What follows belongs to an exercise in optimizing a design on an open flow for small area and a short achievable clock period; a production flow would make more cautious choices.
No functional check of the RTL was part of this run.
Power and IR drop assume default switching activity.

**design/flow/config.mk**
```make
export PLATFORM = sky130hd
export DESIGN_NAME = alu_array_top
export DESIGN_NICKNAME = alu_array_top
export VERILOG_FILES = /design/flow/design.v
export SDC_FILE = /design/flow/constraint.sdc
export NUM_CORES = 4
export LEC_CHECK = 0
export CAP_MARGIN = 20
export CORE_MARGIN = 2
export CORE_UTILIZATION = 40
export SLEW_MARGIN = 20
export SYNTH_HIERARCHICAL = 1
```
**design/flow/constraint.sdc**
```tcl
create_clock -name core_clock -period 18.0 [get_ports {clk}]
set_input_delay 3.6000 -clock core_clock [delete_from_list [all_inputs] [get_ports {clk}]]
set_output_delay 3.6000 -clock core_clock [all_outputs]
set_load 0.01 [all_outputs]
```
**design/flow/design.v**
```verilog
`default_nettype none
package alu_pkg;
	localparam int WIDTH   = 32;  
	localparam int LANES   = 4;   
	localparam int LATENCY = 3;   
	localparam int BLK     = 2;   
	localparam int NBLK    = WIDTH / BLK;
	localparam int SLICE   = 8;   
	localparam int GRP     = 4;   
	localparam int NGRP    = NBLK / GRP;
	typedef enum logic [2:0] {
		ADD = 3'd0,  
		SUB = 3'd1,  
		SEQ = 3'd2,  
		SNE = 3'd3,  
		SLT = 3'd4,  
		SGT = 3'd5,  
		SLE = 3'd6,  
		SGE = 3'd7   
	} alu_op_e;
endpackage
`default_nettype wire
`timescale 1ns/1ps
`default_nettype none
module op_dispatch (
	input  logic                                     clk,
	input  logic                                     arst_n,
	input  logic                                     in_valid,
	input  logic [2:0]                               op,
	input  logic [alu_pkg::LANES*alu_pkg::WIDTH-1:0] a_bus,
	input  logic [alu_pkg::LANES*alu_pkg::WIDTH-1:0] b_bus,
	output logic                                     req_valid,
	output logic [2:0]                               req_op,
	output logic                                     req_sub,   
	output logic [alu_pkg::LANES*alu_pkg::WIDTH-1:0] req_sum,   
	output logic [alu_pkg::LANES*alu_pkg::NBLK-1:0]  req_gen    
);
	localparam int WIDTH = alu_pkg::WIDTH;
	localparam int LANES = alu_pkg::LANES;
	localparam int BLK   = alu_pkg::BLK;
	localparam int NBLK  = alu_pkg::NBLK;
	localparam int SLICE = alu_pkg::SLICE;
	logic                   sub;
	logic [LANES*WIDTH-1:0] sum_d;
	logic [LANES*NBLK-1:0]  gen_d;
	assign sub = (op != alu_pkg::ADD);  
	genvar n;
	generate
		for (n = 0; n < LANES*WIDTH/SLICE; n++)
		begin : g_slice
			add_slice u_slice (
				.op  (op),
				.a   (a_bus[n*SLICE +: SLICE]),
				.b   (b_bus[n*SLICE +: SLICE]),
				.sum (sum_d[n*SLICE +: SLICE]),
				.gen (gen_d[n*SLICE/BLK +: SLICE/BLK])
			);
		end
	endgenerate
	always_ff @(posedge clk or negedge arst_n)
	begin
		if (!arst_n)
			req_valid <= 1'b0;
		else
			req_valid <= in_valid;
	end
	always_ff @(posedge clk)
	begin
		req_op  <= op;
		req_sub <= sub;
		req_sum <= sum_d;
		req_gen <= gen_d;
	end
endmodule
`default_nettype wire
`default_nettype none
module add_slice (
	input  logic [2:0]                          op,
	input  logic [alu_pkg::SLICE-1:0]           a,
	input  logic [alu_pkg::SLICE-1:0]           b,
	output logic [alu_pkg::SLICE-1:0]           sum,
	output logic [alu_pkg::SLICE/alu_pkg::BLK-1:0] gen
);
	localparam int SLICE = alu_pkg::SLICE;
	localparam int BLK   = alu_pkg::BLK;
	logic             sub;
	logic [SLICE-1:0] b_eff;
	assign sub   = (op != alu_pkg::ADD);
	assign b_eff = b ^ {SLICE{sub}};
	genvar j, i;
	generate
		for (j = 0; j < SLICE/BLK; j++)
		begin : g_blk
			logic [BLK:0] c;
			assign c[0] = 1'b0;
			for (i = 0; i < BLK; i++)
			begin : g_bit
				assign sum[j*BLK+i] = a[j*BLK+i] ^ b_eff[j*BLK+i] ^ c[i];
				assign c[i+1] = (a[j*BLK+i] & b_eff[j*BLK+i])
					| (c[i] & (a[j*BLK+i] ^ b_eff[j*BLK+i]));
			end
			assign gen[j] = c[BLK];
		end
	endgenerate
endmodule
`default_nettype wire
`timescale 1ns/1ps
`default_nettype none
module alu_lane (
	input  logic                      clk,
	input  logic [2:0]                req_op,
	input  logic                      req_sub,   
	input  logic [alu_pkg::WIDTH-1:0] req_sum,   
	input  logic [alu_pkg::NBLK-1:0]  req_gen,   
	output logic [alu_pkg::WIDTH-1:0] result,
	output logic                      cout,
	output logic                      zero
);
	localparam int WIDTH = alu_pkg::WIDTH;
	localparam int BLK   = alu_pkg::BLK;
	localparam int NBLK  = alu_pkg::NBLK;
	localparam int GRP   = alu_pkg::GRP;
	localparam int NGRP  = alu_pkg::NGRP;
	logic             use_set;
	logic [NBLK-1:0]  prop;       
	logic [NBLK:0]    carry;      
	logic [NGRP-1:0]  grp_gen;    
	logic [NGRP-1:0]  grp_prop;   
	logic [NGRP:0]    grp_carry;  
	logic [WIDTH-1:0] sum;
	logic             sum_zero;
	logic             set_bit;
	logic [WIDTH-1:0] lane_res;
	assign use_set = req_op[2] | req_op[1];
	genvar j, q, i;
	generate
		for (j = 0; j < NBLK; j++)
		begin : g_prop
			assign prop[j] = &req_sum[j*BLK +: BLK];
		end
		for (q = 0; q < NGRP; q++)
		begin : g_grp
			logic [GRP:0] gg;  
			assign gg[0] = 1'b0;
			for (i = 0; i < GRP; i++)
			begin : g_gg
				assign gg[i+1] = req_gen[q*GRP+i] | (prop[q*GRP+i] & gg[i]);
			end
			assign grp_gen[q]  = gg[GRP];
			assign grp_prop[q] = &prop[q*GRP +: GRP];
			assign grp_carry[q+1] = grp_gen[q] | (grp_prop[q] & grp_carry[q]);
			assign carry[q*GRP] = grp_carry[q];
			for (i = 1; i < GRP; i++)
			begin : g_c
				assign carry[q*GRP+i] = req_gen[q*GRP+i-1] | (prop[q*GRP+i-1] & carry[q*GRP+i-1]);
			end
		end
	endgenerate
	assign grp_carry[0] = req_sub;  
	assign carry[NBLK]  = grp_carry[NGRP];
	generate
		for (j = 0; j < NBLK; j++)
		begin : g_inc
			logic [BLK:0] t;
			assign t[0] = carry[j];
			for (i = 0; i < BLK; i++)
			begin : g_bit
				assign sum[j*BLK+i] = req_sum[j*BLK+i] ^ t[i];
				assign t[i+1]       = req_sum[j*BLK+i] & t[i];
			end
		end
	endgenerate
	assign sum_zero = (sum == '0);
	always_comb
	begin
		case (req_op)
			alu_pkg::SEQ: set_bit = sum_zero;
			alu_pkg::SNE: set_bit = ~sum_zero;
			alu_pkg::SLT: set_bit = ~carry[NBLK];
			alu_pkg::SGT: set_bit = carry[NBLK] & ~sum_zero;
			alu_pkg::SLE: set_bit = ~carry[NBLK] | sum_zero;
			default:      set_bit = carry[NBLK];  
		endcase
		lane_res = use_set ? {{(WIDTH-1){1'b0}}, set_bit} : sum;
	end
	always_ff @(posedge clk)
	begin
		result <= lane_res;
		cout   <= carry[NBLK];  
		zero   <= use_set ? ~set_bit : sum_zero;
	end
endmodule
`default_nettype wire
`timescale 1ns/1ps
`default_nettype none
module result_collect (
	input  logic                                     clk,
	input  logic                                     arst_n,
	input  logic                                     req_valid,
	input  logic [alu_pkg::LANES*alu_pkg::WIDTH-1:0] res_result,
	input  logic [alu_pkg::LANES-1:0]                res_cout,
	input  logic [alu_pkg::LANES-1:0]                res_zero,
	output logic                                     out_valid,
	output logic [alu_pkg::LANES*alu_pkg::WIDTH-1:0] result_bus,
	output logic [alu_pkg::LANES-1:0]                carry_bus,
	output logic [alu_pkg::LANES-1:0]                zero_bus
);
	logic res_valid;
	always_ff @(posedge clk or negedge arst_n)
	begin
		if (!arst_n)
		begin
			res_valid <= 1'b0;
			out_valid <= 1'b0;
		end
		else
		begin
			res_valid <= req_valid;
			out_valid <= res_valid;
		end
	end
	always_ff @(posedge clk)
	begin
		result_bus <= res_result;
		carry_bus  <= res_cout;
		zero_bus   <= res_zero;
	end
endmodule
`default_nettype wire
`timescale 1ns/1ps
`default_nettype none
module alu_array_top (
	input  logic         clk,
	input  logic         arst_n,
	input  logic         in_valid,
	input  logic [2:0]   op,          
	input  logic [127:0] a_bus,       
	input  logic [127:0] b_bus,
	output logic         out_valid,
	output logic [127:0] result_bus,
	output logic [3:0]   carry_bus,
	output logic [3:0]   zero_bus
);
	localparam int WIDTH = alu_pkg::WIDTH;
	localparam int LANES = alu_pkg::LANES;
	localparam int NBLK  = alu_pkg::NBLK;
	logic                   req_valid;
	logic [2:0]             req_op;
	logic                   req_sub;
	logic [LANES*WIDTH-1:0] req_sum;
	logic [LANES*NBLK-1:0]  req_gen;
	logic [LANES*WIDTH-1:0] res_result;
	logic [LANES-1:0]       res_cout;
	logic [LANES-1:0]       res_zero;
	op_dispatch u_dispatch (
		.clk       (clk),
		.arst_n    (arst_n),
		.in_valid  (in_valid),
		.op        (op),
		.a_bus     (a_bus),
		.b_bus     (b_bus),
		.req_valid (req_valid),
		.req_op    (req_op),
		.req_sub   (req_sub),
		.req_sum   (req_sum),
		.req_gen   (req_gen)
	);
	genvar i;
	generate
		for (i = 0; i < LANES; i++)
		begin : g_lane
			alu_lane u_lane (
				.clk     (clk),
				.req_op  (req_op),
				.req_sub (req_sub),
				.req_sum (req_sum[i*WIDTH +: WIDTH]),
				.req_gen (req_gen[i*NBLK +: NBLK]),
				.result  (res_result[i*WIDTH +: WIDTH]),
				.cout    (res_cout[i]),
				.zero    (res_zero[i])
			);
		end
	endgenerate
	result_collect u_collect (
		.clk        (clk),
		.arst_n     (arst_n),
		.req_valid  (req_valid),
		.res_result (res_result),
		.res_cout   (res_cout),
		.res_zero   (res_zero),
		.out_valid  (out_valid),
		.result_bus (result_bus),
		.carry_bus  (carry_bus),
		.zero_bus   (zero_bus)
	);
endmodule
`default_nettype wire
```
**design/flow/flow/run.sh**
```bash
#!/bin/bash
# The standard layout, with the smallest buffer on every port instead of the
# one buffer_ports picks on its own, a clock tree of smaller buffers without
# dummy loads, and timing repair that aims well below the clock period.
set -euo pipefail
export BUFFER_PORTS_ARGS="-buffer_cell sky130_fd_sc_hd__buf_1"
export CTS_ARGS="-sink_clustering_enable -repair_clock_nets -dont_use_dummy_load -sink_clustering_size 20 -sink_clustering_max_diameter 80 -buf_list {sky130_fd_sc_hd__clkbuf_4 sky130_fd_sc_hd__clkbuf_8}"
export SETUP_SLACK_MARGIN=13.2
bash standard.sh > standard.log 2>&1
```
**design/flow/standard.sh**
```bash
#!/bin/bash
# synth_recipe.tcl (not shown) runs the flow's synth.tcl, then flattens the netlist and writes it again
# the make line also repeats each setting of config.mk as NAME=value (left out here)
make -C /OpenROAD-flow-scripts/flow DESIGN_CONFIG=/design/flow/config.mk WORK_HOME=/design/flow/orfs CLKGATE_MAP_FILE= SYNTH_SCRIPT=/design/flow/synth_recipe.tcl "${@:-finish}"
```
==> flow_summary.ini <==
[clocking]
cts_tree = yes
clk_path_buf_depth = 3
clk_latency_ns = 0.63
cts.sinks = 471
cts_buffers = 30
clk_pin_slew_ns = 0.11
h-tree-depth = 1
cts_root_buf = clkbuf_8
ctsHoldBuffers = 0

[yosys]
syn-num-nets = 1806
ys.flop_type = dfxtp_1
async_flop_share_pct = 0.6369
syn_area_sq_um = 17190
synthCells = 1352
yosys.area.top_type = dfxtp_1
synth_edf_count = 0
synth.top_cell.area_share_pct = 54.51
ys_types = 44
netlist_top_cells_count = dfxtp_1 (468), xnor2_1 (192), ha_1 (128)
ys_ff_latch = 471
yosysWarningCount = 9
syn-mean-instance-area_sq_um = 12.71
yosysMostFrequentCell = dfxtp_1
synth_seq_area_share_pct = 54.95
synthTopCellsByArea = dfxtp_1 (55%), xnor2_1 (9.8%), ha_1 (9.3%)

[setup_path]
startpoint_type = flip-flop
max_stage_delay_ns = 0.36
crit_fanout = 1
critPathTopFamily = flip-flops
r2r-start = u_dispatch.req_sub
crit_chain = buf_1
crit_path_end_kind = output port
cp_slowest_cell = dfxtp_1
cp_num_cells = 1
worstSetupPathType = reg2out
worst-path-buf-inv = 1
crit_start = u_collect.result_bus[108]
crit_required_ns = 14.40
reg2reg_slack_ns = 13.66
rr_endpoint = g_lane[1].u_lane.result[0]
arrival_ns = 1.14
critical_path.endpoint = result_bus[108]
ff2ff_path_depth = 13

[sta]
worst_slew_pin_slew_ns = 0.9742
setup_tns_ns = 0
finalHoldViolations = 0
finClkSkew_ns = 0.06101
finalCritPeriodShare_pct = 26.33
maxSlewHeadroom_pct = 34.97
slew_violations = 0
fin_crit_ns = 4.740
fmax_ghz = 0.2110
setup_viol = 0
rsz0062_at_grt = yes

[worst_hold_path]
hp-class = reg2reg
whs_path_depth = 0

[die]
ioPinCount = 399
dieArea_sq_um = 44640
die_h_um = 211.3
design.core.area_sq_um = 42130
die_w_um = 211.3
rows = 75
initial_core_util_pct = 40.79

[power]
powerDensity_nw_per_um2 = 106.9
vdd_drop_max_uv = 61.85
p_total_mw = 2.163
leakage_nw = 8.022

[global_route]
grt_pass1_wl_mm = 62.42
grt_antenna_before_repair = 1
grt_max_degree = 29
grt-ovfl-total = 0
grt_use_total_pct = 18.11
first_global_vias = 11530

[drt]
drt.antenna.violating_nets = 0
drcViolationCount = 0
routed_via_density = 4.789
firstDrtPassIters = 5
drt_iter0_markers = 541
drt_wl_total_mm = 41.28
vias = 11170
wl_per_cell_um = 17.70

[run_status]
outcome = finished clean

[finish]
area_growth_pct = 17.78
seqCellArea_sq_um = 9477
final.fill_count = 3893
multi_input_area_sq_um = 7624
final_net_count = 2249
final_cells = 2332
diodes = 0
drive_gt1_share_pct = 14.05
finish.instance_area_sq_um = 20240

[place]
dp_cells = 2280
routabilityCongestion = 0.8248
port_buffers = 398
dp_hpwl_mm = 33.09
dpl_cell_area_sq_um = 19340

[run]
cap_viol_max_count = 0
registers in the layout, summed over array words and instances (netlist names):
name	cells
g_lane.u_lane.result	128
u_collect.result_bus	128
u_dispatch.req_sum	128
u_dispatch.req_gen	64
g_lane.u_lane.cout	4
g_lane.u_lane.zero	4
u_collect.carry_bus	4
u_collect.zero_bus	4
u_dispatch.req_op	3
u_collect.out_valid	1
u_collect.res_valid	1
u_dispatch.req_sub	1
u_dispatch.req_valid	1
where the power goes:
| group | switching (mW) | total, mW | internal [mW] |
|---|---|---|---|
| clock network | 0.303 | 0.453 | 0.149 |
| registers | 0.0906 | 1.28 | 1.19 |
| logic | 0.238 | 0.433 | 0.195 |
cell type report:
cell class                 count  share of cell area [%]
sequential                   471                   46.81
clock buffer                  30                   2.040
timing repair buffer         423                   9.790
multi-input combinational    849                   37.66
tap                          539                   3.331
inverter                      20                  0.3708
Yosys stat by module, one instance, submodules excluded, a selection:
module	times used	cells	cell area (sq um)
op_dispatch	1	198	3955
result_collect	1	138	2773
alu_lane	4	186	1749
add_slice	16	17	216.5
logic make-up (layout without fill, tap and decap cells):
| group | count (synthesis) | count (layout) | synth area share, % |
|---|---|---|---|
| DFF | 471 | 471 | 54.95 |
| and+or+nand+nor | 313 | 313 | 11.57 |
| adders and majority gates | 192 | 192 | 16.77 |
| xor gates and xnor gates | 192 | 192 | 9.784 |
| AOI/OAI and AO/OA | 152 | 152 | 6.231 |
| buffers and inverters | 32 | 473 | 0.6988 |
layout by cell type (no fill, tap or decap), drive strengths merged, types with 5 or more instances in the layout:
master | netlist | routed
and4 | 8 | 8
or2 | 16 | 16
fa | 64 | 64
a31o | 20 | 20
o31ai | 8 | 8
a211oi | 8 | 8
nand4 | 36 | 36
and3 | 8 | 8
nand3 | 12 | 12
ha | 128 | 128
nor3 | 20 | 20
nor2 | 84 | 84
o21ai | 32 | 32
a31oi | 40 | 40
xnor2 | 192 | 192
dfxtp | 468 | 468
clkbuf | 12 | 59
or3 | 5 | 5
nor4 | 20 | 20
and2 | 64 | 64
nand2 | 24 | 24
a21oi | 8 | 8
inv | 20 | 20
buf | 0 | 394
metrics by stage:
step	util, %	hold WS (ns)	worst slack (ns)
6_report	48.05	0.2794	13.26
5_1_grt	48.05	0.2717	13.18
4_1_cts	47.50	0.2835	13.18
3_5_place_dp	45.89	0.3121	12.45
3_3_place_gp	45.89	0.3099	12.48
2_1_floorplan	-	0.3096	13.16
routing by layer:
layer | track usage, % | routed length (um) | part of all wire (%) | vias to the layer above
met2 | 30.99 | 19700 | 48 | 337
met4 | 5.075 | 926 | 2.2 | 2
li1 | - | - | - | 5531
met3 | 2.759 | 2264 | 5.5 | 64
met5 | 0 | 13 | 0.031 | -
met1 | 23.82 | 18380 | 45 | 5233
how the worst min path moves through the flow:
stage                                           start                   endpoint  slack (ns)
after CTS                       g_lane[1].u_lane.cout     u_collect.carry_bus[1]        0.28
after global placement    g_lane[3].u_lane.result[12]  u_collect.result_bus[108]        0.31
final                           g_lane[1].u_lane.cout     u_collect.carry_bus[1]        0.28
after detailed placement  g_lane[2].u_lane.result[28]   u_collect.result_bus[92]        0.31
after floorplan                 g_lane[0].u_lane.cout     u_collect.carry_bus[0]        0.31
after global routing       g_lane[1].u_lane.result[0]   u_collect.result_bus[32]        0.27
what timing repair did:
action                                  in CTS  in global routing
gates resized for setup                     77                 42
gates cloned                                 0                  0
pin swaps                                    7                  6
endpoints found under the setup margin      75                 64
buffers inserted                            11                 11

==> re-timing with driven ports <==
Ports are ideal in the flow. The routed layout listed here was re-timed in OpenROAD.
Step 1 sets driving cells, clkbuf_16 on the clock port and buf_2 on the other inputs (assumed; they add their load-dependent delay and slew).
Step 2, shift: input delay + t, output delay - t, t = (earliest + latest rising clock arrival at the registers) / 2. This alone moves slack from input paths to output paths.
Slacks: ideal ports / drivers / drivers and shift; pairs: ideal ports / drivers.
shift t [ns]: 0.658
setup WS [ns]: 13.260 / 13.208 / 12.632
worst register clock-pin slew, ns: 0.12 / 0.12
After both steps this run still meets setup and hold. For this run, drivers alone change the setup slack by -0.052 ns; drivers and shift together by -0.628 ns.
